This design comes from an exercise in tuning for small area, a short achievable clock period and few clock cycles per item on the open sky130 flow, not from production work.
At most, simulation tests tie the RTL to the original design; equivalence was not proved.
For runs 3 to 5, only the layout was checked, not whether the RTL still works.
No activity file was given, so power comes from the tool's default toggle rates.

File: run.sh
#!/bin/bash
# synth_recipe.tcl (not shown) runs the flow's synth.tcl, then flattens the netlist and writes it again
# the make line also repeats each setting of config.mk as NAME=value (left out here)
make -C /OpenROAD-flow-scripts/flow DESIGN_CONFIG=/design/flow/config.mk WORK_HOME=/design/flow/orfs CLKGATE_MAP_FILE= SYNTH_SCRIPT=/design/flow/synth_recipe.tcl finish
File: config.mk
export PLATFORM = sky130hd
export DESIGN_NAME = moving_average_deviation_alarm
export DESIGN_NICKNAME = moving_average_deviation_alarm
export VERILOG_FILES = /design/flow/design.v
export SDC_FILE = /design/flow/constraint.sdc
export NUM_CORES = 4
export LEC_CHECK = 0
export CAP_MARGIN = 20
export CORE_MARGIN = 2
export CORE_UTILIZATION = 65
export CTS_CLUSTER_DIAMETER = 80
export CTS_CLUSTER_SIZE = 30
export SETUP_SLACK_MARGIN = 3.0
export SLEW_MARGIN = 20
File: constraint.sdc
create_clock -name core_clock -period 5.5 [get_ports {clk}]
set_input_delay 1.1000 -clock core_clock [delete_from_list [all_inputs] [get_ports {clk}]]
set_output_delay 1.1000 -clock core_clock [all_outputs]
set_load 0.01 [all_outputs]
File: design.v
package mada_pkg;
  localparam int WINDOW_SIZE_DEFAULT = 20;
  localparam int SAMPLE_W            = 12;
  localparam int PERIOD_W            = 8;
  localparam int CFG_INDEX_W         = 4;
  localparam int CFG_DATA_W          = 12;
endpackage
module moving_average_deviation_alarm #(
  parameter int WINDOW_SIZE = mada_pkg::WINDOW_SIZE_DEFAULT
) (
  input  logic        clk,
  input  logic        rst,
  input  logic        in_valid,
  output logic        in_stall,
  input  logic [11:0] sample,
  output logic        out_valid,
  input  logic        out_stall,
  output logic [11:0] average,
  output logic [11:0] deviation,
  output logic        alarm,
  output logic        report_due,
  output logic        initialized,
  input  logic        cfg_valid,
  output logic        cfg_ready,
  input  logic [3:0]  cfg_index,
  input  logic [11:0] cfg_data
);
  localparam logic [351:0] DIV_HI = 352'b1100011001011000000000101110010111011001100110101100100101001100101010000000010011001011100100110011000110010010000110010100000000000111100101101110011001011011001000110011001001100000000010110010110101001100101001100100010001100100100000000000111001011001100110010010110010000100110010001000000000001100101100010011001000011001000000011001000000000000;
  localparam logic [383:0] DIV_Y = 384'b000000000000000000000000000000000000000000000000000000000000000000000000000000000000000000000000000000000000000000000000000000000000000000000000000000000000000000000000111000110100110011110010110001110000101100101011101010101001101000100100100011100010100001100000011100011011011010011001011000010100010011010010010001010000001100001011001010001001001000000100000011000010000001000000;
  logic [11:0] thr, vlo, vhi;
  logic [7:0]  per;
  assign cfg_ready = 1'b1;
  always_ff @(posedge clk) begin
    if (rst) begin
      thr <= 12'd32;
      vlo <= 12'd16;
      vhi <= 12'd1600;
      per <= 8'd10;
    end else if (cfg_valid) begin
      case (cfg_index)
        4'd0: thr <= cfg_data;
        4'd1: vlo <= cfg_data;
        4'd2: vhi <= cfg_data;
        4'd3: per <= cfg_data[7:0];
        default: ;
      endcase
    end
  end
  logic        adv, acc;
  logic        skid_v;
  logic [11:0] skid_d;
  logic [11:0] in_w, sbi;
  logic [10:0] dhi;
  logic [5:0]  yi;
  assign adv      = !(out_valid && out_stall);
  assign in_stall = skid_v;
  assign acc      = in_valid && !skid_v;
  always_ff @(posedge clk) begin
    if (rst) skid_v <= 1'b0;
    else     skid_v <= !adv && (skid_v || acc);
  end
  always_ff @(posedge clk) begin
    if (!skid_v) skid_d <= sample;
  end
  assign in_w = skid_v ? skid_d : sample;
  assign sbi  = {~in_w[11], in_w[10:0]};
  assign dhi  = DIV_HI[11*sbi[11:7] +: 11];
  assign yi   = {3'd0, dhi[2:0]} + {1'b0, sbi[6:2]};
  logic        v0;
  logic [11:0] s0;
  logic [7:0]  qh0;
  logic [5:0]  y0;
  logic [7:0]  cnt;
  logic [5:0]  dy;
  logic [7:0]  q0;
  logic [4:0]  r0;
  logic        inr0, rep0;
  always_ff @(posedge clk) begin
    if (rst) v0 <= 1'b0;
    else if (adv) v0 <= skid_v || acc;
  end
  always_ff @(posedge clk) begin
    if (adv) begin
      s0  <= in_w;
      qh0 <= dhi[10:3];
      y0  <= yi;
    end
  end
  assign dy = DIV_Y[6*y0 +: 6];
  assign q0 = qh0 + {5'd0, dy[5:3]};
  assign r0 = {dy[2:0], s0[1:0]};
  logic [4:0]        rtail_n;
  logic signed [5:0] dr0;
  assign dr0  = $signed({1'b0, r0}) - $signed({1'b0, rtail_n});
  assign inr0 = ($signed(s0) > $signed(vlo)) && ($signed(s0) < $signed(vhi));
  assign rep0 = (cnt >= per);
  always_ff @(posedge clk) begin
    if (rst) cnt <= 8'd0;
    else if (adv && v0) cnt <= rep0 ? 8'd1 : cnt + 8'd1;
  end
  logic        v1, inr1, rep1;
  logic [7:0]  q1;
  logic [4:0]  r1;
  logic signed [5:0] dr1;
  logic [11:0] s1;
  always_ff @(posedge clk) begin
    if (rst) v1 <= 1'b0;
    else if (adv) v1 <= v0;
  end
  always_ff @(posedge clk) begin
    if (adv) begin
      q1   <= q0;
      r1   <= r0;
      dr1  <= dr0;
      s1   <= s0;
      inr1 <= inr0;
      rep1 <= rep0;
    end
  end
  logic [7:0]        wq [0:19];
  logic [4:0]        wr [0:19];
  logic [4:0]        kcnt;
  logic              kfull;
  logic              filled;
  logic [4:0]        R;
  logic              fill, upd, push;
  logic [7:0]        qt_n;
  logic signed [6:0] rx;
  logic              cp, cn;
  logic [4:0]        rn;
  logic [8:0]        x1;
  assign fill  = v1 && !filled && inr1;
  assign upd   = v1 && filled;
  assign push  = adv && v1;
  assign qt_n    = !push ? wq[19] : (fill ? q1 : (kfull ? wq[18] : wq[19]));
  assign rtail_n = !push ? wr[19] : (fill ? r1 : (kfull ? wr[18] : wr[19]));
  assign rx    = $signed({2'b0, R}) + 7'(dr1);
  assign cn    = rx[6];
  assign cp    = !rx[6] && (rx >= 7'sd20);
  assign rn    = cn ? 5'(rx + 7'sd20) : (cp ? 5'(rx - 7'sd20) : rx[4:0]);
  assign x1    = {1'b0, q1} - {1'b0, wq[19]};
  always_ff @(posedge clk) begin
    if (push) begin
      wq[0] <= q1;
      wr[0] <= r1;
      for (int i = 1; i < 19; i++) begin
        wq[i] <= wq[i-1];
        wr[i] <= wr[i-1];
      end
      wq[19] <= qt_n;
      wr[19] <= rtail_n;
    end
  end
  always_ff @(posedge clk) begin
    if (rst) filled <= 1'b0;
    else if (adv && fill) filled <= 1'b1;
  end
  always_ff @(posedge clk) begin
    if (adv) begin
      if (fill) begin
        kcnt  <= 5'd0;
        kfull <= 1'b0;
        R     <= 5'd0;
      end else if (upd) begin
        R <= rn;
        if (!kfull) kcnt <= kcnt + 5'd1;
        if (kcnt == 5'd18) kfull <= 1'b1;
      end
    end
  end
  logic        v2, fill2, upd2, cp2, cn2, rep2, init2;
  logic [8:0]  x2;
  logic [11:0] s2;
  logic [11:0] Q;
  always_ff @(posedge clk) begin
    if (rst) v2 <= 1'b0;
    else if (adv) v2 <= v1;
  end
  always_ff @(posedge clk) begin
    if (adv) begin
      fill2 <= fill;
      upd2  <= upd;
      x2    <= x1;
      cp2   <= cp;
      cn2   <= cn;
      s2    <= s1;
      rep2  <= rep1;
      init2 <= filled || fill;
    end
  end
  always_ff @(posedge clk) begin
    if (adv) begin
      if (fill2) Q <= {~s2[11], s2[10:0]};
      else if (upd2) Q <= Q + {{3{x2[8]}}, x2} + {11'd0, cp2} - {11'd0, cn2};
    end
  end
  logic        v3, upd3, rep3, init3, rnz3;
  logic [11:0] s3;
  logic [12:0] nsb3;
  always_ff @(posedge clk) begin
    if (rst) v3 <= 1'b0;
    else if (adv) v3 <= v2;
  end
  always_ff @(posedge clk) begin
    if (adv) begin
      upd3  <= upd2;
      s3    <= s2;
      nsb3  <= 13'd0 - {1'b0, ~s2[11], s2[10:0]};
      rep3  <= rep2;
      init3 <= init2;
      rnz3  <= (R != 5'd0);
    end
  end
  logic        corr, zero, thr0, junk0, junk1, junk2, junk3;
  logic [11:0] sb3, avgb;
  logic [12:0] dpos, dng;
  logic [11:0] dev;
  logic [13:0] ua, ub, uc, s1v, c1v, t1;
  logic [13:0] va, vb, vc, s2v, c2v, t2;
  assign corr = !Q[11] && rnz3;
  assign sb3  = {~s3[11], s3[10:0]};
  assign avgb = Q + {11'd0, corr};
  assign {dpos, junk0} = {1'b0, sb3, 1'b1} + {1'b1, ~Q, !corr};
  assign {dng, junk3}  = {1'b0, Q, corr} + {nsb3, corr};
  assign thr0 = (thr == 12'd0);
  assign zero = !upd3 || (s3 == 12'd0) || (Q == 12'h800 && !corr) || (Q == 12'h7FF && corr);
  assign dev  = zero ? 12'd0 : (dpos[12] ? dng[11:0] : dpos[11:0]);
  assign ua  = {2'b00, sb3};
  assign ub  = {2'b11, ~Q};
  assign uc  = {2'b11, ~thr};
  assign s1v = ua ^ ub ^ uc;
  assign c1v = (ua & ub) | (ua & uc) | (ub & uc);
  assign {t1, junk1} = {s1v, 1'b1} + {c1v[12:0], !corr, 1'b1};
  assign va  = {2'b00, Q};
  assign vb  = {nsb3[12], nsb3};
  assign vc  = {2'b11, ~thr};
  assign s2v = va ^ vb ^ vc;
  assign c2v = (va & vb) | (va & vc) | (vb & vc);
  assign {t2, junk2} = {s2v, corr} + {c2v[12:0], 1'b1, corr};
  always_ff @(posedge clk) begin
    if (rst) out_valid <= 1'b0;
    else if (adv) out_valid <= v3;
  end
  always_ff @(posedge clk) begin
    if (adv) begin
      average     <= upd3 ? (avgb ^ 12'h800) : 12'd0;
      deviation   <= dev;
      alarm       <= thr0 || (!zero && (!t1[13] || !t2[13]));
      report_due  <= rep3;
      initialized <= init3;
    end
  end
endmodule
==> impl_metrics.yaml, run 1 <==
outcome:
  status: "finished clean"
place:
  hpwl_um: 28700
  place_area_um2: 23500
  portBuffers: 61
  gp_congestion: 0.863
  dp_slack_ns: 1.44
  dp_cells: 2130
clock_tree:
  clk_pin_slew_ns: 0.11
  clockBufferDepth: 3
  cts_tree: "done"
  ctsHoldBuffers: 0
  numCtsBuffers: 25
  clk_latency_ns: 0.57
  htreeDepth: 1
  cts-root-buf: "clkbuf_16"
  cts.sinks: 492
final_layout:
  top_register: "wq"
  nNetsFinal: 2049
  largest_reg_flops: 160
  n_antenna_cell: 0
  final_core_util: 0.777
  postLayoutCellArea_um2: 26100
  area_delta_synth_final_pct: 17.8
  fin_cells: 2306
  reg_top3: "wq (160), wr (100)"
  drive_gt1_frac: 0.198
  fillers: 1994
synth:
  yosysTopAreaCellShare: 0.571
  syn_area_um2: 22100
  synth_nets: 1852
  avgSynthCellArea_um2: 13.5
  synth_cell_types: 75
  yosysTopAreaCell: "edfxtp_1"
  ys_seq_area_frac: 0.635
  synth_edf_count: 421
  syn_inst: 1644
  yosys_warnings: 3
  ys.flop_type: "edfxtp_1"
  synth.area.top_cells: "edfxtp_1 (57%), ha_1 (8.0%), dfxtp_1 (6.4%)"
  synthArstFlopShare: 0
  synth_seq_cells: 492
setup_path:
  cp.arrival_ns: 3.17
  cp_slowest_cell: "fa_2"
  critPathMaxFanout: 4
  reg2reg_depth: 12
  reg2reg_to: "Q[11]"
  startpoint_type: "input pin"
  required_ns: 5.80
  r2r_slack_ns: 2.69
  endpoint_kind: "flip-flop"
  timing.rr.start: "cn2"
  cp-startpoint: "sample[8]"
  crit_end: "y0[4]"
  path_cells: "buf_6 > mux2i_4 > inv_4 > ha_4 > nand2_2 > o21ai_4 > o211ai_1 > o21ai_2 > ha_2 > fa_2 > a21oi_2 > nor2_1 > xnor2_1"
  critPathMaxStageDelay_ns: 0.42
  criticalPathCategory: "input pin to flip-flop"
sta:
  fin_ws_ns: 2.64
  rsz0062_at_grt: "yes"
  fmax_mhz: 349
  fin_crit_sh: 0.520
  fin_skew_ns: 0.0217
  slew_violations: 0
  finalHoldViolCount: 0
  relSlewSlack: 0.297
  tightest_slew_ns: 1.05
  layout_min_cycle_time_ns: 2.86
  setup_viol: 0
detailed_routing:
  vias_per_cell: 5.79
  vias: 13300
  drtPass1Iterations: 7
  drc: 0
  ant_nets: 0
  drt_wl_total_um: 46000
  dr.first_iter.drc_count: 1001
  wl_per_cell_um: 20.0
power:
  p_leak_uw: 0.0102
  fin_total_pwr_uw: 9540
  ir_drop_mv: 0.326
  powerDensity_nw_per_um2: 366
global_routing:
  met3_usage: 0.0326
  grt-ovfl-total: 0
  grt_pass1_vias: 12900
  busiest_layer: "met2"
  use_met2: 0.428
  grt.total_usage: 0.255
  grt_max_degree: 141
  grt_util_met1: 0.357
  grt_pass1_wl_um: 70300
  antenna_found_initial: 1
die:
  start_util: 0.660
  io_pins: 63
  rows: 67
  die_x_um: 189
  fp.coreArea_um2: 33500
  chipHeight_um: 189
  die_area_um2: 35500
job:
  drv_cap: 0
worst_hold_path:
  hold_path.class: "flip-flop to flip-flop"
[kinds of logic after synthesis]
group                      synth area share
muxes                                0.0282
adders and majority gates             0.110
xor gates and xnor gates             0.0329
AOI/OAI and AO/OA                    0.0786
and+or+nand+nor                      0.0785
DFF                                   0.635
buffers and inverters                0.0360
other                              0.000169
[placed cells by master (no fill, tap or decap), types with 8 or more instances in the layout]
master	count
mux2i_1	48
buf_4	105
nand2_1	78
nor2b_1	12
nor2_1	113
fa_1	23
a21o_1	26
fa_2	10
nor2_2	9
and3_1	9
ha_4	18
xnor2_1	48
and2_1	22
nand2b_1	15
edfxtp_1	421
dlygate4sd2_1	31
nor3_1	17
nand4_1	11
a21oi_2	16
inv_2	17
o21ai_2	12
clkbuf_16	25
a211oi_1	8
buf_6	31
o21ai_1	12
dfxtp_1	68
nor4_1	13
o21ai_0	37
clkdlybuf4s50_1	25
ha_1	117
a211o_1	9
inv_1	143
nand3_1	25
xor2_1	26
a21oi_1	55
o21a_1	16
[layer usage]
layer,part of all wire,up-vias
li1,-,6296
met1,0.43,6538
met2,0.49,399
met3,0.049,108
met4,0.031,2
met5,0.00028,-
[Yosys cell counts, types with 8 or more instances]
cell type	number
nand4_1	11
nor3_1	20
clkbuf_1	21
a31oi_1	8
o21ai_0	55
nor2_1	124
nor2b_1	16
fa_1	33
nor4_1	14
mux2i_1	51
dfxtp_1	71
and2_1	23
ha_1	142
nand2_1	88
a211oi_1	13
a211o_1	9
a21oi_1	71
edfxtp_1	421
and3_1	10
xor2_1	29
nand3_1	26
xnor2_1	51
o21a_1	16
mux2_2	8
inv_1	170
a21o_1	26
nand2b_1	15
[stage by stage]
step / setup TNS [ns] / hold slack (ns)
after global placement: 0 / 0.400
after detailed placement: 0 / 0.405
after global routing: 0 / 0.419
after floorplan: -133.01 / 0.400
final: 0 / 0.417
after CTS: 0 / 0.421
[power by group]
group          switching (uW)  internal, uW
combinational            1470          1310
clock                    1260           965
sequential                174          4370
[repair_timing]
item                       in CTS  in global routing
gates cloned                    4                  0
pin swaps                      75                 64
buffers inserted               97                 31
gates resized for setup       165                 79
setup endpoints to repair     407                 97
[worst max-delay path, delay by kind of cell]
kind	cells	cell delay, ns
AND/OR/NAND/NOR	2	0.13
adder cells (fa/ha/maj)	3	0.80
AO/OA/AOI/OAI	4	0.52
XOR/XNOR	1	0.16
multiplexers	1	0.26
buffers and inverters	2	0.20
[worst min path at each step]
stage | startpoint | end | slack [ns] | cells after the start
floorplan | init2 | init3 | 0.40 | 0
global placement | s1[9] | s2[9] | 0.40 | 0
detailed placement | s1[8] | s2[8] | 0.40 | 0
CTS | wq[3][1] | wq[4][1] | 0.42 | 0
global route | wq[3][1] | wq[4][1] | 0.42 | 0
finish | s1[8] | s2[8] | 0.42 | 0
[layout make-up]
class | count | area, um2 | share of cell area
inverters | 173 | 704 | 0.0270
well taps | 448 | 561 | 0.0215
repair buffers | 198 | 1740 | 0.0669
clock buffers | 29 | 641 | 0.0246
multi-input cells | 951 | 8110 | 0.311
flip-flops and latches | 492 | 14100 | 0.540
clock inverters | 15 | 236 | 0.00907
Testbench counts, summed over its fixed seeds: cycles 3,240, items 3,200.
==> inputs of run 2 (changes only) <==
--- a/config.mk
+++ b/config.mk
@@ -11,4 +11,4 @@
 export CTS_CLUSTER_DIAMETER = 80
 export CTS_CLUSTER_SIZE = 30
-export SETUP_SLACK_MARGIN = 3.0
+export SETUP_SLACK_MARGIN = 2.7
 export SLEW_MARGIN = 20
==> run 2 against run 1 <==
- critical endpoint is now alarm
- highest routed layer is now met4
- largest cell class unchanged
- clock skew grew 0.0061 ns
- die area stayed put
- non-clock buffer count decreased by 55
- wire length shrank 7.5%
- global-route usage is 1.8 points lower
==> impl_metrics.yaml, run 2 <==
clock_tree:
  numCtsBuffers: 23
  ctsHoldBuffers: 0
  clk_latency_ns: 0.56
  cts-root-buf: "clkbuf_16"
  cts.sinks: 492
  cts_tree: "done"
  htreeDepth: 1
  clk_pin_slew_ns: 0.11
  clockBufferDepth: 3
setup_path:
  startpoint_type: "flip-flop"
  endpoint_kind: "flip-flop"
  criticalPathCategory: "flip-flop to flip-flop"
  critPathMaxFanout: 3
  cp.arrival_ns: 3.16
  path_cells: "buf_6 > inv_2 > buf_12 > fa_1 > inv_1 > ha_1 > o21a_1 > o21a_1 > o211ai_1 > a21o_1 > a21oi_1 > o41a_1"
  required_ns: 5.78
  critPathMaxStageDelay_ns: 0.48
  cp_slowest_cell: "fa_1"
  critPathBufInv: 4
  crit_top_cell: "o21a_1"
  cpLargestDelayFamily: "compound AO/OA/AOI/OAI gates"
sta:
  fin_crit_sh: 0.522
  tns_ns: 0
  tightest_slew_ns: 1.04
  fin_skew_ns: 0.0278
  fmax_mhz: 348
  rsz0062_at_grt: "yes"
  hold_ws_ns: 0.414
  finalHoldViolCount: 0
  slew_violations: 0
  relSlewSlack: 0.304
  layout_min_cycle_time_ns: 2.87
  setup_viol: 0
global_routing:
  grt_max_degree: 175
  grt.total_usage: 0.238
  grt_pass1_wl_um: 66000
  antenna_found_initial: 0
  grt_pass1_vias: 12500
  grt-ovfl-total: 0
detailed_routing:
  dr.first_iter.drc_count: 822
  wl_per_cell_um: 18.9
  drc: 0
  drt_wl_total_um: 42600
  drtPass1Iterations: 5
  ant_nets: 0
  vias: 12900
  vias_per_cell: 5.71
synth:
  ys.flop_type: "edfxtp_1"
  yosys_warnings: 3
  synth_nets: 1852
  yosysMostFrequentCell: "edfxtp_1"
  synth_edf_count: 421
  synthArstFlopShare: 0
  synth_seq_cells: 492
  avgSynthCellArea_um2: 13.5
  syn_inst: 1644
  syn_area_um2: 22100
  yosysTopAreaCell: "edfxtp_1"
  yosysTopAreaCellShare: 0.571
  ys_seq_area_frac: 0.635
  synth.area.top_cells: "edfxtp_1 (57%), ha_1 (8.0%), dfxtp_1 (6.4%)"
  synth_cell_types: 75
  synthTopCellsByCount: "edfxtp_1 (421), inv_1 (170), ha_1 (142)"
job:
  drv_cap: 0
die:
  io_pins: 63
  fp.coreArea_um2: 33500
  start_util: 0.660
  die_x_um: 189
  die_area_um2: 35500
  chipHeight_um: 189
  rows: 67
final_layout:
  top_register: "wq"
  drive_gt1_frac: 0.125
  fillers: 2163
  largest_reg_flops: 160
  final_common_cell: "edfxtp_1"
  layout_common_cells: "edfxtp_1 (421), inv_1 (158), ha_1 (131)"
  fin_cells: 2249
  postLayoutCellArea_um2: 25000
  area_delta_synth_final_pct: 13.1
  n_antenna_cell: 0
  reg_top3: "wq (160), wr (100)"
  nNetsFinal: 1992
power:
  powerDensity_nw_per_um2: 353
  p_leak_uw: 0.00962
  ir_drop_mv: 0.249
  fin_total_pwr_uw: 8840
place:
  portBuffers: 61
  gp_congestion: 0.900
  place_area_um2: 23400
  dp_cells: 2129
  hpwl_um: 27700
worst_hold_path:
  hold_path.class: "flip-flop to flip-flop"
outcome:
  status: "finished clean"
-- run 2: final cells by class --
cell class,instances,area (um2),share of cell area
tap,448,561,0.0224
inverter,173,682,0.0273
multi-input combinational,950,7670,0.307
clock inverter,9,134,0.00535
clock buffer,33,613,0.0245
sequential,492,14100,0.562
timing repair inverter,1,7.51,0.000300
timing repair buffer,143,1280,0.0510
-- run 2: logic make-up after synthesis --
logic type               synth area share
XOR/XNOR                           0.0329
adder cells (fa/ha/maj)             0.110
other                            0.000169
buffers and inverters              0.0360
AO/OA/AOI/OAI                      0.0786
multiplexers                       0.0282
AND/OR/NAND/NOR                    0.0785
flip-flops                          0.635
-- run 2: metal layers --
layer,GRT usage,part of all wire,up-vias
met5,0,0,-
met4,0.0571,0.024,0
met3,0.0248,0.043,64
met2,0.400,0.48,306
met1,0.338,0.45,6308
li1,-,-,6172
-- run 2: worst paths after layout --
path                            cells after the start    end   from  slack [ns]
worst max register to register                     12  alarm   Q[1]        2.63
worst min register to register                      0  s2[8]  s1[8]        0.41
worst max-delay path                               12  alarm   Q[1]        2.63
worst min-delay path                                0  s2[8]  s1[8]        0.41
-- run 2: where the power goes --
group | switching [uW] | internal, uW | leakage, uW
combinational | 1250 | 1050 | 0.00457
sequential | 171 | 4370 | 0.00469
clock | 1160 | 840 | 0.000356
total | 2590 | 6260 | 0.00962
-- run 2: what timing repair did --
item / 4_1_cts / 5_1_grt
cloned: 3 / 1
gates resized for setup: 42 / 64
pin swaps: 29 / 36
buffers inserted: 50 / 24
endpoints found under the setup margin: 45 / 31
-- run 2: worst reg2reg max path, delay by kind of cell (launching register included) --
family | cells | cell delay [ns]
AO/OA/AOI/OAI | 6 | 1.11
flip-flops | 1 | 0.41
buffers and inverters | 4 | 0.34
adder cells (fa/ha/maj) | 2 | 0.75
-- run 2: stage by stage --
step	setup WS (ns)	utilization
after floorplan	-1.24	-
after global placement	1.55	0.697
after detailed placement	1.51	0.697
after CTS	2.70	0.735
after global routing	2.55	0.746
final	2.63	0.746
==> inputs of run 3 (changes only) <==
--- a/design.v
+++ b/design.v
@@ -92,5 +92,7 @@
   logic [4:0]        rtail_n;
   logic signed [5:0] dr0;
+  logic signed [6:0] dm0;
   assign dr0  = $signed({1'b0, r0}) - $signed({1'b0, rtail_n});
+  assign dm0  = $signed({2'b0, r0}) - $signed({2'b0, rtail_n}) - 7'sd20;
   assign inr0 = ($signed(s0) > $signed(vlo)) && ($signed(s0) < $signed(vhi));
   assign rep0 = (cnt >= per);
@@ -103,4 +105,5 @@
   logic [4:0]  r1;
   logic signed [5:0] dr1;
+  logic signed [6:0] dm1;
   logic [11:0] s1;
   always_ff @(posedge clk) begin
@@ -113,4 +116,5 @@
       r1   <= r0;
       dr1  <= dr0;
+      dm1  <= dm0;
       s1   <= s0;
       inr1 <= inr0;
@@ -126,8 +130,8 @@
   logic              fill, upd, push;
   logic [7:0]        qt_n;
-  logic signed [6:0] rx;
+  logic signed [6:0] rx, rxm;
   logic              cp, cn;
   logic [4:0]        rn;
-  logic [8:0]        x1;
+  logic [8:0]        xm, x0, xp, x1;
   assign fill  = v1 && !filled && inr1;
   assign upd   = v1 && filled;
@@ -136,8 +140,12 @@
   assign rtail_n = !push ? wr[19] : (fill ? r1 : (kfull ? wr[18] : wr[19]));
   assign rx    = $signed({2'b0, R}) + 7'(dr1);
+  assign rxm   = $signed({2'b0, R}) + dm1;
   assign cn    = rx[6];
-  assign cp    = !rx[6] && (rx >= 7'sd20);
-  assign rn    = cn ? 5'(rx + 7'sd20) : (cp ? 5'(rx - 7'sd20) : rx[4:0]);
-  assign x1    = {1'b0, q1} - {1'b0, wq[19]};
+  assign cp    = !rxm[6];
+  assign rn    = cn ? 5'(rx + 7'sd20) : (cp ? rxm[4:0] : rx[4:0]);
+  assign xm    = {1'b0, q1} + {1'b1, ~wq[19]};
+  assign x0    = {1'b0, q1} - {1'b0, wq[19]};
+  assign xp    = {1'b0, q1} - {1'b0, wq[19]} + 9'd1;
+  assign x1    = cn ? xm : (cp ? xp : x0);
   always_ff @(posedge clk) begin
     if (push) begin
@@ -169,5 +177,5 @@
     end
   end
-  logic        v2, fill2, upd2, cp2, cn2, rep2, init2;
+  logic        v2, fill2, upd2, rep2, init2;
   logic [8:0]  x2;
   logic [11:0] s2;
@@ -182,6 +190,4 @@
       upd2  <= upd;
       x2    <= x1;
-      cp2   <= cp;
-      cn2   <= cn;
       s2    <= s1;
       rep2  <= rep1;
@@ -192,5 +198,5 @@
     if (adv) begin
       if (fill2) Q <= {~s2[11], s2[10:0]};
-      else if (upd2) Q <= Q + {{3{x2[8]}}, x2} + {11'd0, cp2} - {11'd0, cn2};
+      else if (upd2) Q <= Q + {{3{x2[8]}}, x2};
     end
   end
--- a/config.mk
+++ b/config.mk
@@ -11,4 +11,4 @@
 export CTS_CLUSTER_DIAMETER = 80
 export CTS_CLUSTER_SIZE = 30
-export SETUP_SLACK_MARGIN = 2.7
+export SETUP_SLACK_MARGIN = 3.0
 export SLEW_MARGIN = 20
==> run 3 against run 2 <==
- largest power group unchanged
- clock power up 12%
- flip-flop and latch count increased by 3
- register-to-register slack worse by 0.56 ns
- still clean on timing, DRC and antenna
- worst hold slack gained 0.0043 ns
- utilization is 3.9 points higher
- critical endpoint is now dm1[5]
- combinational power rose by 27%
- first-iteration DRC count increased by 24%
- area after synthesis grew 3.2%
- critical path type unchanged
- count of clock-buffer cells in the layout fell by 6
==> impl_metrics.yaml, run 3 <==
job:
  drv_cap: 0
setup_path:
  criticalPathCategory: "flip-flop to flip-flop"
  required_ns: 5.91
  cpLargestDelayFamily: "compound AO/OA/AOI/OAI gates"
  cp.arrival_ns: 3.84
  critPathMaxFanout: 4
  critPathBufInv: 1
  critPathMaxStageDelay_ns: 0.48
  cp_slowest_cell: "or4b_4"
  startpoint_type: "flip-flop"
  r2r_slack_ns: 2.07
  endpoint_kind: "flip-flop"
  path_cells: "inv_2 > ha_4 > nand2_2 > nor3b_4 > a21oi_2 > nor2_1 > a211oi_2 > o22ai_2 > ha_4 > a21oi_4 > or4b_4 > o211a_4 > o21ai_4 > xor2_4 > a2111oi_4"
  crit_top_cell: "ha_4"
final_layout:
  nNetsFinal: 2153
  n_antenna_cell: 0
  layout_common_cells: "edfxtp_1 (424), inv_1 (129), buf_4 (124)"
  top_register: "wq"
  fillers: 2022
  seqCellArea_um2: 14200
  multi_input_area_um2: 9000
  largest_reg_flops: 160
  drive_gt1_frac: 0.204
  area_delta_synth_final_pct: 18.9
  reg_top3: "wq (160), wr (100)"
  final_common_cell: "edfxtp_1"
global_routing:
  grt-ovfl-total: 0
  grt_max_degree: 92
  grt_pass1_wl_um: 71900
  grt.total_usage: 0.254
  grt_pass1_vias: 13600
  antenna_found_initial: 0
synth:
  ys.flop_type: "edfxtp_1"
  syn_inst: 1744
  synth_seq_cells: 495
  avgSynthCellArea_um2: 13.1
  yosysTopAreaCellShare: 0.558
  synth_cell_types: 83
  synth_nets: 1946
  yosys_warnings: 3
  ys_seq_area_frac: 0.620
  synthTopCellsByCount: "edfxtp_1 (424), inv_1 (148), ha_1 (136)"
  synthArstFlopShare: 0
  synth_edf_count: 424
  yosysMostFrequentCell: "edfxtp_1"
  syn_area_um2: 22800
  yosysTopAreaCell: "edfxtp_1"
  synth.area.top_cells: "edfxtp_1 (56%), ha_1 (7.5%), dfxtp_1 (6.2%)"
sta:
  layout_min_cycle_time_ns: 3.43
  tightest_slew_ns: 1.06
  fin_crit_sh: 0.623
  slew_violations: 0
  setup_viol: 0
  rsz0062_at_grt: "yes"
  fin_ws_ns: 2.07
  fin_skew_ns: 0.0209
  finalHoldViolCount: 0
  relSlewSlack: 0.292
  fmax_mhz: 292
  tns_ns: 0
worst_hold_path:
  hold_path.class: "flip-flop to flip-flop"
die:
  die_area_um2: 36600
  die_x_um: 191
  fp.coreArea_um2: 34500
  start_util: 0.661
  rows: 68
  io_pins: 63
  chipHeight_um: 191
detailed_routing:
  dr.first_iter.drc_count: 1021
  drtPass1Iterations: 5
  vias: 14300
  wl_per_cell_um: 19.8
  vias_per_cell: 5.92
  drc: 0
  ant_nets: 0
  drt_wl_total_um: 48000
outcome:
  status: "finished clean"
clock_tree:
  clockBufferDepth: 3
  ctsHoldBuffers: 0
  clk_pin_slew_ns: 0.10
  cts_tree: "done"
  cts-root-buf: "clkbuf_16"
  htreeDepth: 1
  numCtsBuffers: 26
  cts.sinks: 495
  clk_latency_ns: 0.59
place:
  hpwl_um: 30300
  dp_slack_ns: 0.864
  portBuffers: 61
  gp_congestion: 0.863
power:
  ir_drop_mv: 0.359
  powerDensity_nw_per_um2: 360
  p_leak_uw: 0.0105
-- run 3: cell count changes after synthesis, moves of 6 or more --
| cell | change |
|---|---|
| inv_1 | -22 |
| nand2_1 | +17 |
| or3_1 | +14 |
| a21oi_1 | +10 |
| clkbuf_1 | +9 |
| nand4_1 | +8 |
| nand3_1 | +7 |
| o21ai_0 | +7 |
| a21boi_0 | +6 |
| buf_2 | -6 |
| ha_1 | -6 |
| nand3b_1 | +6 |
-- run 3: metal layers --
| metal | share of wire | vias to the layer above | GRT usage |
|---|---|---|---|
| met5 | 0 | - | 0 |
| met3 | 0.052 | 112 | 0.0303 |
| met2 | 0.49 | 449 | 0.418 |
| met1 | 0.43 | 7002 | 0.359 |
| met4 | 0.032 | 0 | 0.0725 |
| li1 | - | 6785 | - |
-- run 3: what timing repair did --
action                     4_1_cts  5_1_grt
setup buffers                   94       49
pin swaps                       61       87
setup endpoints to repair      431      197
hold endpoints to repair         0        0
gates resized for setup        168      115
gates cloned                     0        2
-- run 3: area by class of cell --
| type | count | area share |
|---|---|---|
| Clock buffer | 27 | 0.0241 |
| Clock inverter | 17 | 0.00931 |
| Inverter | 154 | 0.0225 |
| Multi-Input combinational cell | 1059 | 0.332 |
| Sequential cell | 495 | 0.522 |
| Tap cell | 455 | 0.0210 |
| Timing Repair Buffer | 215 | 0.0694 |
-- run 3: worst paths after layout --
kind	depth (start not counted)	startpoint	end
hold reg to reg	0	wr[16][0]	wr[17][0]
hold / removal	0	wr[16][0]	wr[17][0]
setup reg to reg	15	y0[1]	dm1[5]
setup / recovery	15	y0[1]	dm1[5]
-- run 3: worst reg2reg max path, stage by stage (launching register included) --
cell	delay, ns
edfxtp_1	0.40
inv_2	0.08
ha_4	0.27
nand2_2	0.06
nor3b_4	0.17
a21oi_2	0.11
nor2_1	0.06
a211oi_2	0.26
o22ai_2	0.15
ha_4	0.32
a21oi_4	0.05
or4b_4	0.48
o211a_4	0.16
o21ai_4	0.20
xor2_4	0.14
a2111oi_4	0.35
-- run 3: cell families (layout without fill, tap and decap cells) --
family / Yosys count / after routing / share of synthesized area
compound gates: 301 / 302 / 0.0859
xor+xnor: 84 / 84 / 0.0336
fa+ha+maj: 169 / 169 / 0.103
buf+inv: 191 / 413 / 0.0317
flops: 495 / 495 / 0.620
mux: 65 / 65 / 0.0305
other cells: 1 / 1 / 0.000164
simple gates: 438 / 438 / 0.0947
-- run 3: power by group --
part / total [uW] / internal, uW / switching, uW
combinational: 2930 / 1380 / 1550
sequential: 4590 / 4410 / 181
clock: 2250 / 958 / 1290
-- run 3: stage by stage --
stage / power [uW] / std cells / utilization / area, um2 / hold slack (ns)
3_5_place_dp: 6730 / 2233 / 0.700 / 24200 / 0.405
4_1_cts: 9390 / 2371 / 0.759 / 26200 / 0.422
3_3_place_gp: 6670 / 2233 / 0.699 / 24200 / 0.400
5_1_grt: 10200 / 2422 / 0.786 / 27100 / 0.430
2_1_floorplan: 6200 / 1744 / - / 23100 / 0.400
6_report: 9770 / 2422 / 0.786 / 27100 / 0.418
==> inputs of run 4 (changes only) <==
--- a/design.v
+++ b/design.v
@@ -27,5 +27,6 @@
 );
   localparam logic [351:0] DIV_HI = 352'b1100011001011000000000101110010111011001100110101100100101001100101010000000010011001011100100110011000110010010000110010100000000000111100101101110011001011011001000110011001001100000000010110010110101001100101001100100010001100100100000000000111001011001100110010010110010000100110010001000000000001100101100010011001000011001000000011001000000000000;
-  localparam logic [383:0] DIV_Y = 384'b000000000000000000000000000000000000000000000000000000000000000000000000000000000000000000000000000000000000000000000000000000000000000000000000000000000000000000000000111000110100110011110010110001110000101100101011101010101001101000100100100011100010100001100000011100011011011010011001011000010100010011010010010001010000001100001011001010001001001000000100000011000010000001000000;
+  localparam logic [191:0] DIV_LO = 192'b110001110000101100101011101010101001101000100100100011100010100001100000011100011011011010011001011000010100010011010010010001010000001100001011001010001001001000000100000011000010000001000000;
+  localparam logic [255:0] DIV_C = 256'b0000000000000000000000000000000000000000000000000000000000000000000000000000000000000000000000000000000000001011101010011000010000000000000010101001100001000011000000000000100110000100001100100000000000001000010000110010000100000000000001000011001000010000;
   logic [11:0] thr, vlo, vhi;
   logic [7:0]  per;
@@ -52,5 +53,5 @@
   logic [11:0] in_w, sbi;
   logic [10:0] dhi;
-  logic [5:0]  yi;
+  logic [5:0]  dli;
   assign adv      = !(out_valid && out_stall);
   assign in_stall = skid_v;
@@ -66,11 +67,12 @@
   assign sbi  = {~in_w[11], in_w[10:0]};
   assign dhi  = DIV_HI[11*sbi[11:7] +: 11];
-  assign yi   = {3'd0, dhi[2:0]} + {1'b0, sbi[6:2]};
+  assign dli  = DIV_LO[6*sbi[6:2] +: 6];
   logic        v0;
   logic [11:0] s0;
   logic [7:0]  qh0;
-  logic [5:0]  y0;
+  logic [2:0]  rh0, lq0, lr0;
   logic [7:0]  cnt;
-  logic [5:0]  dy;
+  logic [3:0]  dc;
+  logic        junkq;
   logic [7:0]  q0;
   logic [4:0]  r0;
@@ -84,10 +86,12 @@
       s0  <= in_w;
       qh0 <= dhi[10:3];
-      y0  <= yi;
-    end
-  end
-  assign dy = DIV_Y[6*y0 +: 6];
-  assign q0 = qh0 + {5'd0, dy[5:3]};
-  assign r0 = {dy[2:0], s0[1:0]};
+      rh0 <= dhi[2:0];
+      lq0 <= dli[5:3];
+      lr0 <= dli[2:0];
+    end
+  end
+  assign dc = DIV_C[4*{rh0, lr0} +: 4];
+  assign {q0, junkq} = {qh0, dc[3]} + {5'd0, lq0, dc[3]};
+  assign r0 = {dc[2:0], s0[1:0]};
   logic [4:0]        rtail_n;
   logic signed [5:0] dr0;
==> run 4 against run 3 <==
- maximum frequency grew 20%
- total power fell by 8.7%
- synthesized cell count decreased by 0.75%
- sequential share of layout area rose by 1.4 points
- largest power group unchanged
- first-iteration DRC count up 6.9%
- critical path depth fell by 1
- clock power down about 10%
- global-route usage decreased by 0.70 points
- register-to-register slack improved by 0.58 ns
- still clean
- wire length decreased by 3.9%
==> impl_metrics.yaml, run 4 <==
synth:
  synthArstFlopShare: 0
  yosysTopAreaCell: "edfxtp_1"
  synth.area.top_cells: "edfxtp_1 (56%), ha_1 (7.4%), dfxtp_1 (6.3%)"
  yosysTopAreaCellShare: 0.564
  ys_seq_area_frac: 0.626
  syn_inst: 1731
  synth_edf_count: 426
  ys.flop_type: "edfxtp_1"
  synth_seq_cells: 497
  synth_nets: 1931
  synth_cell_types: 73
  yosysMostFrequentCell: "edfxtp_1"
  syn_area_um2: 22700
  yosys_warnings: 3
  avgSynthCellArea_um2: 13.1
  synthTopCellsByCount: "edfxtp_1 (426), inv_1 (149), nor2_1 (142)"
clock_tree:
  numCtsBuffers: 23
  cts_tree: "done"
  cts.sinks: 497
  clk_pin_slew_ns: 0.11
  clockBufferDepth: 3
  clk_latency_ns: 0.57
  htreeDepth: 1
  cts-root-buf: "clkbuf_16"
setup_path:
  critPathMaxStageDelay_ns: 0.52
  timing.rr.start: "lr0[1]"
  cp_slowest_cell: "edfxtp_1"
  crit_top_cell: "nor2_1"
  worst-path-stages: 14
  startpoint_type: "flip-flop"
  cp.arrival_ns: 3.17
  r2r_slack_ns: 2.65
  critPathMaxFanout: 4
  path_cells: "inv_2 > ha_2 > mux2i_1 > nor2_1 > a21oi_1 > nor2_1 > mux2_4 > ha_4 > inv_2 > o21ai_2 > xor2_1 > buf_4 > nor2_1 > xnor2_1"
  critPathBufInv: 3
  endpoint_kind: "flip-flop"
  required_ns: 5.82
  reg2reg_depth: 14
  cpLargestDelayFamily: "flip-flops"
  reg2reg_to: "dm1[4]"
  criticalPathCategory: "flip-flop to flip-flop"
outcome:
  status: "finished clean"
final_layout:
  reg_top3: "wq (160), wr (100)"
  n_antenna_cell: 0
  largest_reg_flops: 160
  layout_common_cells: "edfxtp_1 (426), nor2_1 (139), inv_1 (122)"
  final_common_cell: "edfxtp_1"
  fillers: 2099
  multi_input_area_um2: 8600
  nNetsFinal: 2116
  area_delta_synth_final_pct: 16.8
  seqCellArea_um2: 14200
  fin_cells: 2382
  top_register: "wq"
  drive_gt1_frac: 0.183
job:
  drv_cap: 0
power:
  fin_total_pwr_uw: 8920
  p_leak_uw: 0.0103
  powerDensity_nw_per_um2: 337
  ir_drop_mv: 0.362
worst_hold_path:
  hold_path.class: "flip-flop to flip-flop"
  holdPathEnd: "wq[3][0]"
  holdCritStartpoint: "wq[2][0]"
  min_path_cells: 0
place:
  hpwl_um: 28800
  dp_slack_ns: 1.07
  gp_congestion: 0.895
  portBuffers: 61
  dp_cells: 2213
die:
  chipHeight_um: 191
  die_x_um: 191
  io_pins: 63
  start_util: 0.659
  rows: 68
  die_area_um2: 36400
  fp.coreArea_um2: 34500
sta:
  fmax_mhz: 351
  fin_skew_ns: 0.0252
  layout_min_cycle_time_ns: 2.85
  relSlewSlack: 0.292
  tns_ns: 0
  tightest_slew_ns: 1.06
  slew_violations: 0
  rsz0062_at_grt: "yes"
  fin_crit_sh: 0.518
  setup_viol: 0
  finalHoldViolCount: 0
  fin_ws_ns: 2.65
global_routing:
  grt-ovfl-total: 0
  grt_max_degree: 93
  grt_pass1_wl_um: 70100
  grt_pass1_vias: 13100
  antenna_found_initial: 0
  grt.total_usage: 0.247
detailed_routing:
  wl_met1_um: 20000
  drtPass1Iterations: 5
  ant_nets: 0
  drc: 0
  wl_met2_um: 22200
  wl_met3_um: 2610
  wl_per_cell_um: 19.4
  dr.first_iter.drc_count: 1091
  vias: 14100
  vias_per_cell: 5.90
  drt_wl_total_um: 46100
  dr.max_layer_used: "met4"
-- run 4: report_power, final --
group          leakage (uW)  switching [uW]  internal, uW
logic               0.00516            1260          1090
registers           0.00475             176          4390
clock network      0.000357            1160           858
total                0.0103            2590          6330
-- run 4: area by class of cell --
type	count	area share
flip-flops and latches	497	0.536
multi-input cells	1042	0.324
repair buffers	200	0.0672
clock buffers	25	0.0220
well taps	455	0.0215
inverters	151	0.0223
repair inverters	1	0.000189
clock inverters	11	0.00618
-- run 4: kinds of logic (layout without fill, tap and decap cells) --
kind of cell    count (synthesis)  count (layout)  share of synthesized area
buf+inv                       194             388                     0.0344
other cells                     1               1                   0.000165
flops                         497             497                      0.626
mux                            67              67                     0.0305
fa+ha+maj                     167             167                      0.103
xor+xnor                       94              94                     0.0363
compound gates                299             299                     0.0835
simple gates                  412             414                     0.0861
-- run 4: per-layer routing --
| metal | vias to the layer above | global-route usage |
|---|---|---|
| li1 | 6627 | - |
| met1 | 6856 | 0.361 |
| met2 | 487 | 0.404 |
| met3 | 91 | 0.0225 |
| met4 | 0 | 0.0596 |
| met5 | - | 0 |
-- run 4: worst max-delay path by stage --
stage | startpoint | end | slack [ns]
2_1_floorplan | out_stall | dm1[6] | -2.19
3_3_place_gp | out_stall | dm1[6] | 1.29
3_5_place_dp | out_stall | dm1[6] | 1.07
4_1_cts | Q[10] | alarm | 2.71
5_1_grt | inr1 | dm1[4] | 2.55
6_report | lr0[1] | dm1[4] | 2.65
-- run 4: per-stage QoR --
| step | utilization | cell area, um2 | hold slack, ns |
|---|---|---|---|
| 3_3_place_gp | 0.693 | 23900 | 0.400 |
| 4_1_cts | 0.745 | 25700 | 0.402 |
| 2_1_floorplan | - | 22800 | 0.400 |
| 5_1_grt | 0.769 | 26500 | 0.388 |
| 3_5_place_dp | 0.693 | 23900 | 0.405 |
| 6_report | 0.769 | 26500 | 0.415 |
-- run 4: repair_timing --
| item | 4_1_cts | 5_1_grt |
|---|---|---|
| hold buffers | 0 | 0 |
| setup buffers | 84 | 45 |
| endpoints found under the setup margin | 453 | 78 |
| cloned | 4 | 0 |
| resized for setup | 141 | 110 |
| pin swaps | 40 | 49 |
==> inputs of run 5 (changes only) <==
--- a/design.v
+++ b/design.v
@@ -141,6 +141,6 @@
   assign upd   = v1 && filled;
   assign push  = adv && v1;
-  assign qt_n    = !push ? wq[19] : (fill ? q1 : (kfull ? wq[18] : wq[19]));
-  assign rtail_n = !push ? wr[19] : (fill ? r1 : (kfull ? wr[18] : wr[19]));
+  assign qt_n    = fill ? q1 : (kfull ? wq[18] : wq[19]);
+  assign rtail_n = !v1 ? wr[19] : (fill ? r1 : (kfull ? wr[18] : wr[19]));
   assign rx    = $signed({2'b0, R}) + 7'(dr1);
   assign rxm   = $signed({2'b0, R}) + dm1;
@@ -184,5 +184,6 @@
   logic [8:0]  x2;
   logic [11:0] s2;
-  logic [11:0] Q;
+  logic [11:0] Q, qn;
+  assign qn = fill2 ? {~s2[11], s2[10:0]} : (upd2 ? Q + {{3{x2[8]}}, x2} : Q);
   always_ff @(posedge clk) begin
     if (rst) v2 <= 1'b0;
@@ -201,9 +202,8 @@
   always_ff @(posedge clk) begin
     if (adv) begin
-      if (fill2) Q <= {~s2[11], s2[10:0]};
-      else if (upd2) Q <= Q + {{3{x2[8]}}, x2};
-    end
-  end
-  logic        v3, upd3, rep3, init3, rnz3;
+      Q <= qn;
+    end
+  end
+  logic        v3, upd3, rep3, init3, corr;
   logic [11:0] s3;
   logic [12:0] nsb3;
@@ -219,8 +219,8 @@
       rep3  <= rep2;
       init3 <= init2;
-      rnz3  <= (R != 5'd0);
-    end
-  end
-  logic        corr, zero, thr0, junk0, junk1, junk2, junk3;
+      corr  <= !qn[11] && (R != 5'd0);
+    end
+  end
+  logic        zero, thr0, junk0, junk1, junk2, junk3;
   logic [11:0] sb3, avgb;
   logic [12:0] dpos, dng;
@@ -228,5 +228,4 @@
   logic [13:0] ua, ub, uc, s1v, c1v, t1;
   logic [13:0] va, vb, vc, s2v, c2v, t2;
-  assign corr = !Q[11] && rnz3;
   assign sb3  = {~s3[11], s3[10:0]};
   assign avgb = Q + {11'd0, corr};
==> run 5 against run 4 <==
- still clean on timing, DRC and antenna
- final area increased by 0.49%
- cell count increased by 0.29%
- count of clock-buffer cells in the layout increased by 1
- via count increased by 0.20%
- non-clock buffer count decreased by 5
- utilization increased by 0.19 points
- global-route usage increased by 0.11 points
- clock skew increased by 0.0039 ns
- sequential share of layout area decreased by 0.25 points
- critical path depth increased by 1
- maximum frequency decreased by 3.5%
- critical path type unchanged
==> impl_metrics.yaml, run 5 <==
outcome:
  status: "finished clean"
place:
  portBuffers: 61
  gp_congestion: 0.897
  hpwl_um: 29600
  dp_slack_ns: 1.81
  dp_cells: 2220
global_routing:
  grt.total_usage: 0.248
  busiest_layer: "met2"
  grt_util_met1: 0.364
  use_met2: 0.402
  antenna_found_initial: 0
  met3_usage: 0.0275
  grt_max_degree: 93
  grt_pass1_wl_um: 70300
  grt_pass1_vias: 13300
  grt-ovfl-total: 0
final_layout:
  top_register: "wq"
  final_common_cell: "edfxtp_1"
  drive_gt1_frac: 0.177
  reg_top3: "wq (160), wr (100)"
  layout_common_cells: "edfxtp_1 (426), inv_1 (129), ha_1 (122)"
  fin_cells: 2389
  nNetsFinal: 2123
  area_delta_synth_final_pct: 17.0
  n_antenna_cell: 0
  largest_reg_flops: 160
synth:
  synthTopCellsByCount: "edfxtp_1 (426), inv_1 (148), ha_1 (136)"
  yosys_warnings: 3
  synth_cell_types: 80
  synth_seq_cells: 497
  synth_nets: 1940
  syn_inst: 1738
  synthArstFlopShare: 0
  synth_edf_count: 426
  avgSynthCellArea_um2: 13.1
  synth.area.top_cells: "edfxtp_1 (56%), ha_1 (7.5%), dfxtp_1 (6.2%)"
  ys.flop_type: "edfxtp_1"
  syn_area_um2: 22800
  yosysTopAreaCellShare: 0.562
  yosysTopAreaCell: "edfxtp_1"
  ys_seq_area_frac: 0.624
  yosysMostFrequentCell: "edfxtp_1"
die:
  io_pins: 63
  rows: 68
  chipHeight_um: 191
  die_area_um2: 36500
  die_x_um: 191
  fp.coreArea_um2: 34500
  start_util: 0.659
worst_hold_path:
  hold_path.class: "flip-flop to flip-flop"
  min_path_cells: 0
power:
  powerDensity_nw_per_um2: 340
  ir_drop_mv: 0.362
  p_leak_uw: 0.0103
setup_path:
  critPathMaxStageDelay_ns: 0.40
  path_cells: "nand2_2 > or2_4 > inv_8 > nor3b_2 > o21ai_1 > o21a_1 > inv_2 > ha_4 > nor2b_4 > nor2_1 > a211o_1 > o211ai_4 > a21o_1 > a21oi_2 > or3b_1"
  endpoint_kind: "flip-flop"
  reg2reg_depth: 15
  cpLargestDelayFamily: "compound AO/OA/AOI/OAI gates"
  cp_slowest_cell: "edfxtp_1"
  critPathBufInv: 2
  criticalPathCategory: "flip-flop to flip-flop"
  required_ns: 5.84
  worst-path-stages: 15
  critPathMaxFanout: 6
  startpoint_type: "flip-flop"
  r2r_slack_ns: 2.55
  cp.arrival_ns: 3.29
clock_tree:
  htreeDepth: 1
  clockBufferDepth: 3
  clk_latency_ns: 0.57
  ctsHoldBuffers: 0
  cts.sinks: 497
  numCtsBuffers: 24
  clk_pin_slew_ns: 0.11
  cts-root-buf: "clkbuf_16"
  cts_tree: "done"
sta:
  hold_ws_ns: 0.403
  finalHoldViolCount: 0
  fin_ws_ns: 2.55
  setup_viol: 0
  slew_violations: 0
  fin_crit_sh: 0.537
  fmax_mhz: 339
  layout_min_cycle_time_ns: 2.95
  rsz0062_at_grt: "yes"
  tightest_slew_ns: 0.709
  fin_skew_ns: 0.0291
  tns_ns: 0
  relSlewSlack: 0.527
job:
  drv_cap: 0
detailed_routing:
  ant_nets: 0
  wl_per_cell_um: 19.6
  vias_per_cell: 5.90
  drt_wl_total_um: 46800
  drc: 0
  dr.first_iter.drc_count: 1053
  vias: 14100
  drtPass1Iterations: 6
run 5: logic make-up (layout without fill, tap and decap cells):
kind of cell | Yosys count | after routing | share of synthesized area
other | 1 | 1 | 0.000165
AO/OA/AOI/OAI | 328 | 328 | 0.0925
adder cells (fa/ha/maj) | 169 | 169 | 0.104
multiplexers | 59 | 59 | 0.0268
flip-flops | 497 | 497 | 0.624
XOR/XNOR | 89 | 89 | 0.0349
buffers and inverters | 195 | 389 | 0.0334
AND/OR/NAND/NOR | 400 | 402 | 0.0844
run 5: worst reg2reg max path, stage by stage (launching register included):
cell and delay (ns):
edfxtp_1 0.40, nand2_2 0.07, or2_4 0.28, inv_8 0.07, nor3b_2 0.04, o21ai_1 0.11
o21a_1 0.17, inv_2 0.07, ha_4 0.26, nor2b_4 0.13, nor2_1 0.05, a211o_1 0.30
o211ai_4 0.11, a21o_1 0.19, a21oi_2 0.08, or3b_1 0.38
run 5: area by class of cell:
cell class | count | area (um2)
clock buffer | 26 | 608
clock inverter | 13 | 223
fill | 2130 | 7900
inverter | 153 | 593
multi-input combinational | 1048 | 8680
sequential | 497 | 14200
tap | 455 | 569
timing repair buffer | 195 | 1730
timing repair inverter | 2 | 13.8
run 5: repair_timing:
item	in CTS	in global routing
gates cloned	3	2
pin swaps	50	48
hold endpoints to repair	0	0
setup buffers	72	53
setup endpoints to repair	367	136
gates resized for setup	106	105
run 5: final timing paths:
| kind | start | to |
|---|---|---|
| max | inr1 | dm1[6] |
| min | wr[16][2] | wr[17][2] |
| max reg2reg | inr1 | dm1[6] |
| min reg2reg | wr[16][2] | wr[17][2] |
run 5: report_power, final:
group          switching (uW)  total, uW  internal [uW]
sequential                193       4550           4360
combinational            1270       2380           1110
clock                    1200       2130            932
total                    2660       9060           6400
run 5: metal layers:
metal / wire length, um / share of wire
met1: 20800 / 0.44
met2: 22200 / 0.48
met3: 2640 / 0.056
met4: 1150 / 0.024
met5: 0 / 0
run 5: metrics by stage:
step                total power [uW]  utilization  cell area, um2
floorplan                       5910            -           23000
global placement                6300        0.697           24100
detailed placement              6340        0.697           24100
CTS                             8740        0.745           25800
global route                    9430        0.771           26600
finish                          9060        0.771           26600
==> inputs of run 6 (changes only) <==
--- a/design.v
+++ b/design.v
@@ -96,7 +96,5 @@
   logic [4:0]        rtail_n;
   logic signed [5:0] dr0;
-  logic signed [6:0] dm0;
   assign dr0  = $signed({1'b0, r0}) - $signed({1'b0, rtail_n});
-  assign dm0  = $signed({2'b0, r0}) - $signed({2'b0, rtail_n}) - 7'sd20;
   assign inr0 = ($signed(s0) > $signed(vlo)) && ($signed(s0) < $signed(vhi));
   assign rep0 = (cnt >= per);
@@ -109,5 +107,4 @@
   logic [4:0]  r1;
   logic signed [5:0] dr1;
-  logic signed [6:0] dm1;
   logic [11:0] s1;
   always_ff @(posedge clk) begin
@@ -120,5 +117,4 @@
       r1   <= r0;
       dr1  <= dr0;
-      dm1  <= dm0;
       s1   <= s0;
       inr1 <= inr0;
@@ -134,8 +130,8 @@
   logic              fill, upd, push;
   logic [7:0]        qt_n;
-  logic signed [6:0] rx, rxm;
+  logic signed [6:0] rx;
   logic              cp, cn;
   logic [4:0]        rn;
-  logic [8:0]        xm, x0, xp, x1;
+  logic [8:0]        x1;
   assign fill  = v1 && !filled && inr1;
   assign upd   = v1 && filled;
@@ -144,12 +140,12 @@
   assign rtail_n = !v1 ? wr[19] : (fill ? r1 : (kfull ? wr[18] : wr[19]));
   assign rx    = $signed({2'b0, R}) + 7'(dr1);
-  assign rxm   = $signed({2'b0, R}) + dm1;
   assign cn    = rx[6];
-  assign cp    = !rxm[6];
-  assign rn    = cn ? 5'(rx + 7'sd20) : (cp ? rxm[4:0] : rx[4:0]);
+  assign cp    = !rx[6] && (rx >= 7'sd20);
+  assign rn    = cn ? 5'(rx + 7'sd20) : (cp ? 5'(rx - 7'sd20) : rx[4:0]);
+  logic [8:0]        xm, x0;
+  logic              junkx;
   assign xm    = {1'b0, q1} + {1'b1, ~wq[19]};
-  assign x0    = {1'b0, q1} - {1'b0, wq[19]};
-  assign xp    = {1'b0, q1} - {1'b0, wq[19]} + 9'd1;
-  assign x1    = cn ? xm : (cp ? xp : x0);
+  assign {x0, junkx} = {1'b0, q1, 1'b1} + {1'b1, ~wq[19], 1'b1};
+  assign x1    = cn ? xm : x0;
   always_ff @(posedge clk) begin
     if (push) begin
@@ -181,9 +177,11 @@
     end
   end
-  logic        v2, fill2, upd2, rep2, init2;
+  logic        v2, fill2, upd2, cp2, rep2, init2;
   logic [8:0]  x2;
   logic [11:0] s2;
-  logic [11:0] Q, qn;
-  assign qn = fill2 ? {~s2[11], s2[10:0]} : (upd2 ? Q + {{3{x2[8]}}, x2} : Q);
+  logic [11:0] Q, qn, qu;
+  logic        junkqu;
+  assign {qu, junkqu} = {Q, cp2} + {{3{x2[8]}}, x2, cp2};
+  assign qn = fill2 ? {~s2[11], s2[10:0]} : (upd2 ? qu : Q);
   always_ff @(posedge clk) begin
     if (rst) v2 <= 1'b0;
@@ -195,4 +193,5 @@
       upd2  <= upd;
       x2    <= x1;
+      cp2   <= cp;
       s2    <= s1;
       rep2  <= rep1;
==> run 6 against run 5 <==
- still clean on timing, DRC and antenna
- worst hold slack better by 0.016 ns
- sequential power is 1% lower
- first-iteration DRC count is 4.8% lower
- synthesized cell count is 5.6% lower
- global-route usage is 0.69 points lower
- final area is 3.2% lower
- combinational power is 13% lower
- area after synthesis is 2.5% lower
- sequential share of layout area is 1.3 points higher
- maximum frequency is 9.5% higher
==> impl_metrics.yaml, run 6 <==
place:
  dp_cells: 2120
  portBuffers: 61
  hpwl_um: 27300
  gp_congestion: 0.869
clock_tree:
  cts-root-buf: "clkbuf_16"
  clockBufferDepth: 3
  clk_pin_slew_ns: 0.10
  htreeDepth: 1
  cts.sinks: 493
  cts_tree: "done"
  clk_latency_ns: 0.57
  numCtsBuffers: 23
power:
  internal_power_uw: 6100
  swShare: 0.290
  power.share.clock: 0.236
  ir_drop_mv: 0.273
  comb_power_share: 0.242
  power.switching_uw: 2490
  power_frac_seq: 0.523
  powerDensity_nw_per_um2: 333
  p_leak_uw: 0.00987
die:
  die_area_um2: 35700
  rows: 67
  chipHeight_um: 189
  fp.coreArea_um2: 33600
  io_pins: 63
  die_x_um: 189
  start_util: 0.661
setup_path:
  reg2reg_to: "deviation[11]"
  timing.rr.start: "Q[0]"
  required_ns: 5.81
  critPathMaxFanout: 4
  cp-startpoint: "Q[0]"
  cp.arrival_ns: 3.01
  criticalPathCategory: "flip-flop to flip-flop"
  endpoint_kind: "flip-flop"
  reg2reg_depth: 10
  r2r_slack_ns: 2.80
  crit_end: "deviation[11]"
  startpoint_type: "flip-flop"
synth:
  syn_inst: 1640
  yosysMostFrequentCell: "edfxtp_1"
  synthArstFlopShare: 0
  avgSynthCellArea_um2: 13.5
  synth_nets: 1840
  synth.area.top_cells: "edfxtp_1 (57%), ha_1 (7.6%), dfxtp_1 (6.4%)"
  yosysTopAreaCell: "edfxtp_1"
  ys_seq_area_frac: 0.635
  synth_edf_count: 422
  synth_seq_cells: 493
  yosysTopAreaCellShare: 0.571
  yosys_warnings: 3
  synthTopCellsByCount: "edfxtp_1 (422), inv_1 (142), ha_1 (134)"
  syn_area_um2: 22200
  ys.flop_type: "edfxtp_1"
  synth_cell_types: 70
final_layout:
  fillers: 2024
  drive_gt1_frac: 0.173
  final_common_cell: "edfxtp_1"
  area_delta_synth_final_pct: 16.1
  reg_top3: "wq (160), wr (100)"
  largest_reg_flops: 160
  layout_common_cells: "edfxtp_1 (422), inv_1 (126), ha_1 (114)"
  n_antenna_cell: 0
  nNetsFinal: 2009
  top_register: "wq"
  fin_cells: 2270
global_routing:
  grt_max_degree: 102
  grt_pass1_vias: 12700
  grt-ovfl-total: 0
  antenna_found_initial: 0
  grt.total_usage: 0.241
  grt_pass1_wl_um: 67000
sta:
  rsz0062_at_grt: "yes"
  fin_skew_ns: 0.0292
  fin_crit_sh: 0.490
  finalHoldViolCount: 0
  fmax_mhz: 371
  setup_viol: 0
  layout_min_cycle_time_ns: 2.70
  slew_violations: 0
  tns_ns: 0
  relSlewSlack: 0.361
  tightest_slew_ns: 0.959
detailed_routing:
  ant_nets: 0
  drc: 0
  dr.first_iter.drc_count: 1002
  drtPass1Iterations: 5
  vias: 13400
  drt_wl_total_um: 44100
  wl_per_cell_um: 19.4
  vias_per_cell: 5.91
worst_hold_path:
  hold_path.class: "flip-flop to flip-flop"
  min_path_cells: 0
outcome:
  status: "finished clean"
job:
  drv_cap: 0
-- run 6: worst max-delay path, stage by stage, from the launching register on --
cell      delay, ns
edfxtp_1       0.42
buf_6          0.16
buf_6          0.14
fa_2           0.40
a211oi_4       0.28
o21ba_4        0.19
nor4_2         0.06
o31a_1         0.31
or3_1          0.31
o211ai_1       0.10
a21oi_1        0.09
-- run 6: power by group through the flow --
stage / clock [uW] / sequential (uW) / combinational, uW
floorplan: 0 / 4500 / 1150
global placement: 0 / 4580 / 1430
detailed placement: 0 / 4590 / 1470
CTS: 2080 / 4480 / 1730
global route: 2190 / 4510 / 2250
finish: 2030 / 4490 / 2080
-- run 6: cells by family (layout without fill, tap and decap cells) --
group / after synthesis / in the layout / synth area share
buffers and inverters: 181 / 362 / 0.0317
and+or+nand+nor: 341 / 341 / 0.0720
xor gates and xnor gates: 73 / 73 / 0.0288
DFF: 493 / 493 / 0.635
adders and majority gates: 167 / 167 / 0.105
AOI/OAI and AO/OA: 317 / 318 / 0.0936
muxes: 67 / 67 / 0.0339
other: 1 / 1 / 0.000169
-- run 6: cell type report --
class                   instances  area (um2)  area share
flip-flops and latches        493       14100       0.547
clock inverters                10         135     0.00524
well taps                     448         561      0.0217
repair buffers                173        1510      0.0587
clock buffers                  28         616      0.0239
repair inverters                4        33.8     0.00131
inverters                     147         602      0.0233
multi-input cells             967        8230       0.319
-- run 6: worst min-delay path by stage --
| stage | from | endpoint | slack [ns] |
|---|---|---|---|
| 3_5_place_dp | s1[9] | s2[9] | 0.40 |
| 6_report | wq[8][0] | wq[9][0] | 0.42 |
| 2_1_floorplan | init2 | init3 | 0.40 |
| 4_1_cts | wq[8][0] | wq[9][0] | 0.42 |
| 3_3_place_gp | s1[10] | s2[10] | 0.40 |
| 5_1_grt | wq[8][0] | wq[9][0] | 0.43 |
-- run 6: layer usage --
metal  GRT usage  share of wire
met5           0              0
met4      0.0652          0.026
met3      0.0317          0.058
met2       0.390           0.47
met1       0.349           0.44
-- run 6: stage by stage --
stage	setup WS, ns	hold WS [ns]	instance area, um2	utilization	total power [uW]
floorplan	-0.492	0.400	22400	-	5650
global placement	1.99	0.401	23500	0.698	6010
detailed placement	1.97	0.405	23500	0.698	6060
CTS	2.83	0.420	25000	0.744	8290
global route	2.68	0.432	25800	0.767	8950
finish	2.80	0.419	25800	0.767	8600
-- run 6: timing repair --
| action | CTS | global route |
|---|---|---|
| pin swaps | 30 | 69 |
| setup buffers | 62 | 45 |
| gates resized for setup | 99 | 98 |
| setup endpoints to repair | 360 | 74 |
| hold buffers | 0 | 0 |
| cloned | 4 | 1 |
Testbench counts of run 6, summed over its fixed seeds: cycles 3,240, items 3,200.
==> inputs of run 7 (changes only) <==
--- a/config.mk
+++ b/config.mk
@@ -11,4 +11,4 @@
 export CTS_CLUSTER_DIAMETER = 80
 export CTS_CLUSTER_SIZE = 30
-export SETUP_SLACK_MARGIN = 3.0
+export SETUP_SLACK_MARGIN = 2.7
 export SLEW_MARGIN = 20
==> run 7 against run 6 <==
- via count down 4.8%
- global-route usage down 1.5 points
- total power down 4.9%
- first-iteration DRC count down 5.6%
- final area down 4.2%
- wire length down 8.3%
- highest routed layer unchanged
==> impl_metrics.yaml, run 7 <==
final_layout:
  layout_common_cells: "edfxtp_1 (422), inv_1 (136), ha_1 (132)"
  top_register: "wq"
  final_core_util: 0.735
  area_delta_synth_final_pct: 11.2
  n_antenna_cell: 0
  fin_cells: 2211
  reg_top3: "wq (160), wr (100)"
  final_common_cell: "edfxtp_1"
  nNetsFinal: 1949
  drive_gt1_frac: 0.0976
  largest_reg_flops: 160
clock_tree:
  numCtsBuffers: 24
  clk_latency_ns: 0.57
  clk_pin_slew_ns: 0.11
  htreeDepth: 1
  cts_tree: "done"
  cts.sinks: 493
  clockBufferDepth: 3
  cts-root-buf: "clkbuf_16"
power:
  ir_drop_mv: 0.349
  p_leak_uw: 0.00935
  power.switching_uw: 2290
  internal_power_uw: 5890
  power_frac_seq: 0.549
  power.share.clock: 0.253
  powerDensity_nw_per_um2: 331
  comb_power_share: 0.198
  swShare: 0.280
setup_path:
  path_cells: "clkdlybuf4s50_1"
  r2r_slack_ns: 2.76
  critPathMaxStageDelay_ns: 0.59
  critPathBufInv: 1
  cp_slowest_cell: "clkdlybuf4s50_1"
  required_ns: 4.40
  endpoint_kind: "output pin"
  critPathMaxFanout: 14
  startpoint_type: "flip-flop"
  cpLargestDelayFamily: "buffers and inverters"
  cp.arrival_ns: 1.67
  criticalPathCategory: "flip-flop to output pin"
global_routing:
  grt.total_usage: 0.226
  antenna_found_initial: 0
  grt_pass1_wl_um: 63300
  grt_max_degree: 118
  grt_pass1_vias: 12000
  grt-ovfl-total: 0
detailed_routing:
  wl_met3_um: 1580
  vias_per_cell: 5.78
  wl_met2_um: 19100
  vias: 12800
  drt_wl_total_um: 40500
  dr.max_layer_used: "met4"
  wl_per_cell_um: 18.3
  ant_nets: 0
  wl_met1_um: 18900
  drc: 0
  drtPass1Iterations: 5
  dr.first_iter.drc_count: 946
sta:
  fin_ws_ns: 2.73
  setup_viol: 0
  fin_skew_ns: 0.0252
  hold_ws_ns: 0.416
  slew_violations: 0
  fmax_mhz: 361
  layout_min_cycle_time_ns: 2.77
  relSlewSlack: 0.338
  tightest_slew_ns: 0.993
  tns_ns: 0
  finalHoldViolCount: 0
  rsz0062_at_grt: "yes"
  fin_crit_sh: 0.504
die:
  die_x_um: 189
  die_area_um2: 35700
  start_util: 0.661
  io_pins: 63
  chipHeight_um: 189
  rows: 67
  fp.coreArea_um2: 33600
synth:
  synthArstFlopShare: 0
  synth_nets: 1840
  synth_cell_types: 70
  ys_seq_area_frac: 0.635
  yosysTopAreaCell: "edfxtp_1"
  syn_area_um2: 22200
  yosysMostFrequentCell: "edfxtp_1"
  yosys_warnings: 3
  synth_seq_cells: 493
  yosysTopAreaCellShare: 0.571
  avgSynthCellArea_um2: 13.5
  synthTopCellsByCount: "edfxtp_1 (422), inv_1 (142), ha_1 (134)"
  syn_inst: 1640
  synth_edf_count: 422
  synth.area.top_cells: "edfxtp_1 (57%), ha_1 (7.6%), dfxtp_1 (6.4%)"
  ys.flop_type: "edfxtp_1"
worst_hold_path:
  hold_path.class: "flip-flop to flip-flop"
place:
  gp_congestion: 0.859
  hpwl_um: 27100
  dp_cells: 2120
  dp_slack_ns: 1.76
  portBuffers: 61
outcome:
  status: "finished clean"
job:
  drv_cap: 0
run 7: layout make-up:
class | count | area, um2
clock buffers | 29 | 621
clock inverters | 11 | 178
fillers | 2195 | 8920
inverters | 147 | 583
multi-input cells | 966 | 7590
flip-flops and latches | 493 | 14100
well taps | 448 | 561
repair buffers | 115 | 1050
repair inverters | 2 | 13.8
run 7: repair_timing:
| action | in CTS | in global routing |
|---|---|---|
| resized for setup | 15 | 40 |
| setup endpoints to repair | 294 | 142 |
| setup buffers | 18 | 31 |
| pin swaps | 3 | 14 |
| cloned | 2 | 0 |
| hold buffers | 0 | 0 |
run 7: power groups by stage:
stage | Combinational, uW | Clock, uW | Sequential, uW
after global placement | 1400 | 0 | 4580
after global routing | 1810 | 2250 | 4510
after floorplan | 1140 | 0 | 4490
after detailed placement | 1450 | 0 | 4590
after CTS | 1520 | 2120 | 4490
final | 1620 | 2070 | 4490
run 7: layer usage:
metal / vias to the layer above / GRT usage
met5: - / 0
li1: 6190 / -
met3: 60 / 0.0233
met4: 0 / 0.0562
met1: 6230 / 0.334
met2: 294 / 0.365
run 7: per-stage QoR:
stage | area [um2] | total power [uW]
2_1_floorplan | 22200 | 5630
3_3_place_gp | 23300 | 5980
3_5_place_dp | 23300 | 6040
4_1_cts | 24300 | 8130
5_1_grt | 24700 | 8570
6_report | 24700 | 8180
run 7: worst paths after layout:
check / from / depth (start not counted) / end
max: skid_v / 1 / in_stall
min: wr[9][0] / 0 / wr[10][0]
max reg2reg: Q[0] / 10 / deviation[10]
min reg2reg: wr[9][0] / 0 / wr[10][0]
run 7: cell families after synthesis:
logic type	share of synthesized area
flip-flops	0.635
buffers and inverters	0.0317
AO/OA/AOI/OAI	0.0936
multiplexers	0.0339
adder cells (fa/ha/maj)	0.105
other	0.000169
AND/OR/NAND/NOR	0.0720
XOR/XNOR	0.0288

-- static timing again, ports no longer ideal --
In the flow no input, the clock included, has a driving cell. The finished layouts below were timed again as built, in two steps.
Step 1 sets driving cells, clkbuf_16 on the clock port and buf_2 on the other inputs (assumed; they add their load-dependent delay and slew).
Step 2 times the ports against the registers' clock, not the clock port: input delays grow and output delays shrink by t, the midpoint of the rising clock arrivals with the driver on.
Slacks: ideal ports / drivers / drivers and shift; pairs: ideal ports / drivers.
run | shift t [ns] | setup WS [ns]
run 1 | 0.617 | 2.638 / 2.659 / 2.041
run 2 | 0.603 | 2.629 / 2.629 / 2.146
run 3 | 0.632 | 2.072 / 2.072 / 1.508
run 4 | 0.618 | 2.650 / 2.650 / 2.079
run 5 | 0.617 | 2.548 / 2.548 / 2.465
run 6 | 0.616 | 2.805 / 2.805 / 2.458
run 7 | 0.611 | 2.731 / 2.680 / 2.195
After both steps every run listed still meets setup and hold.
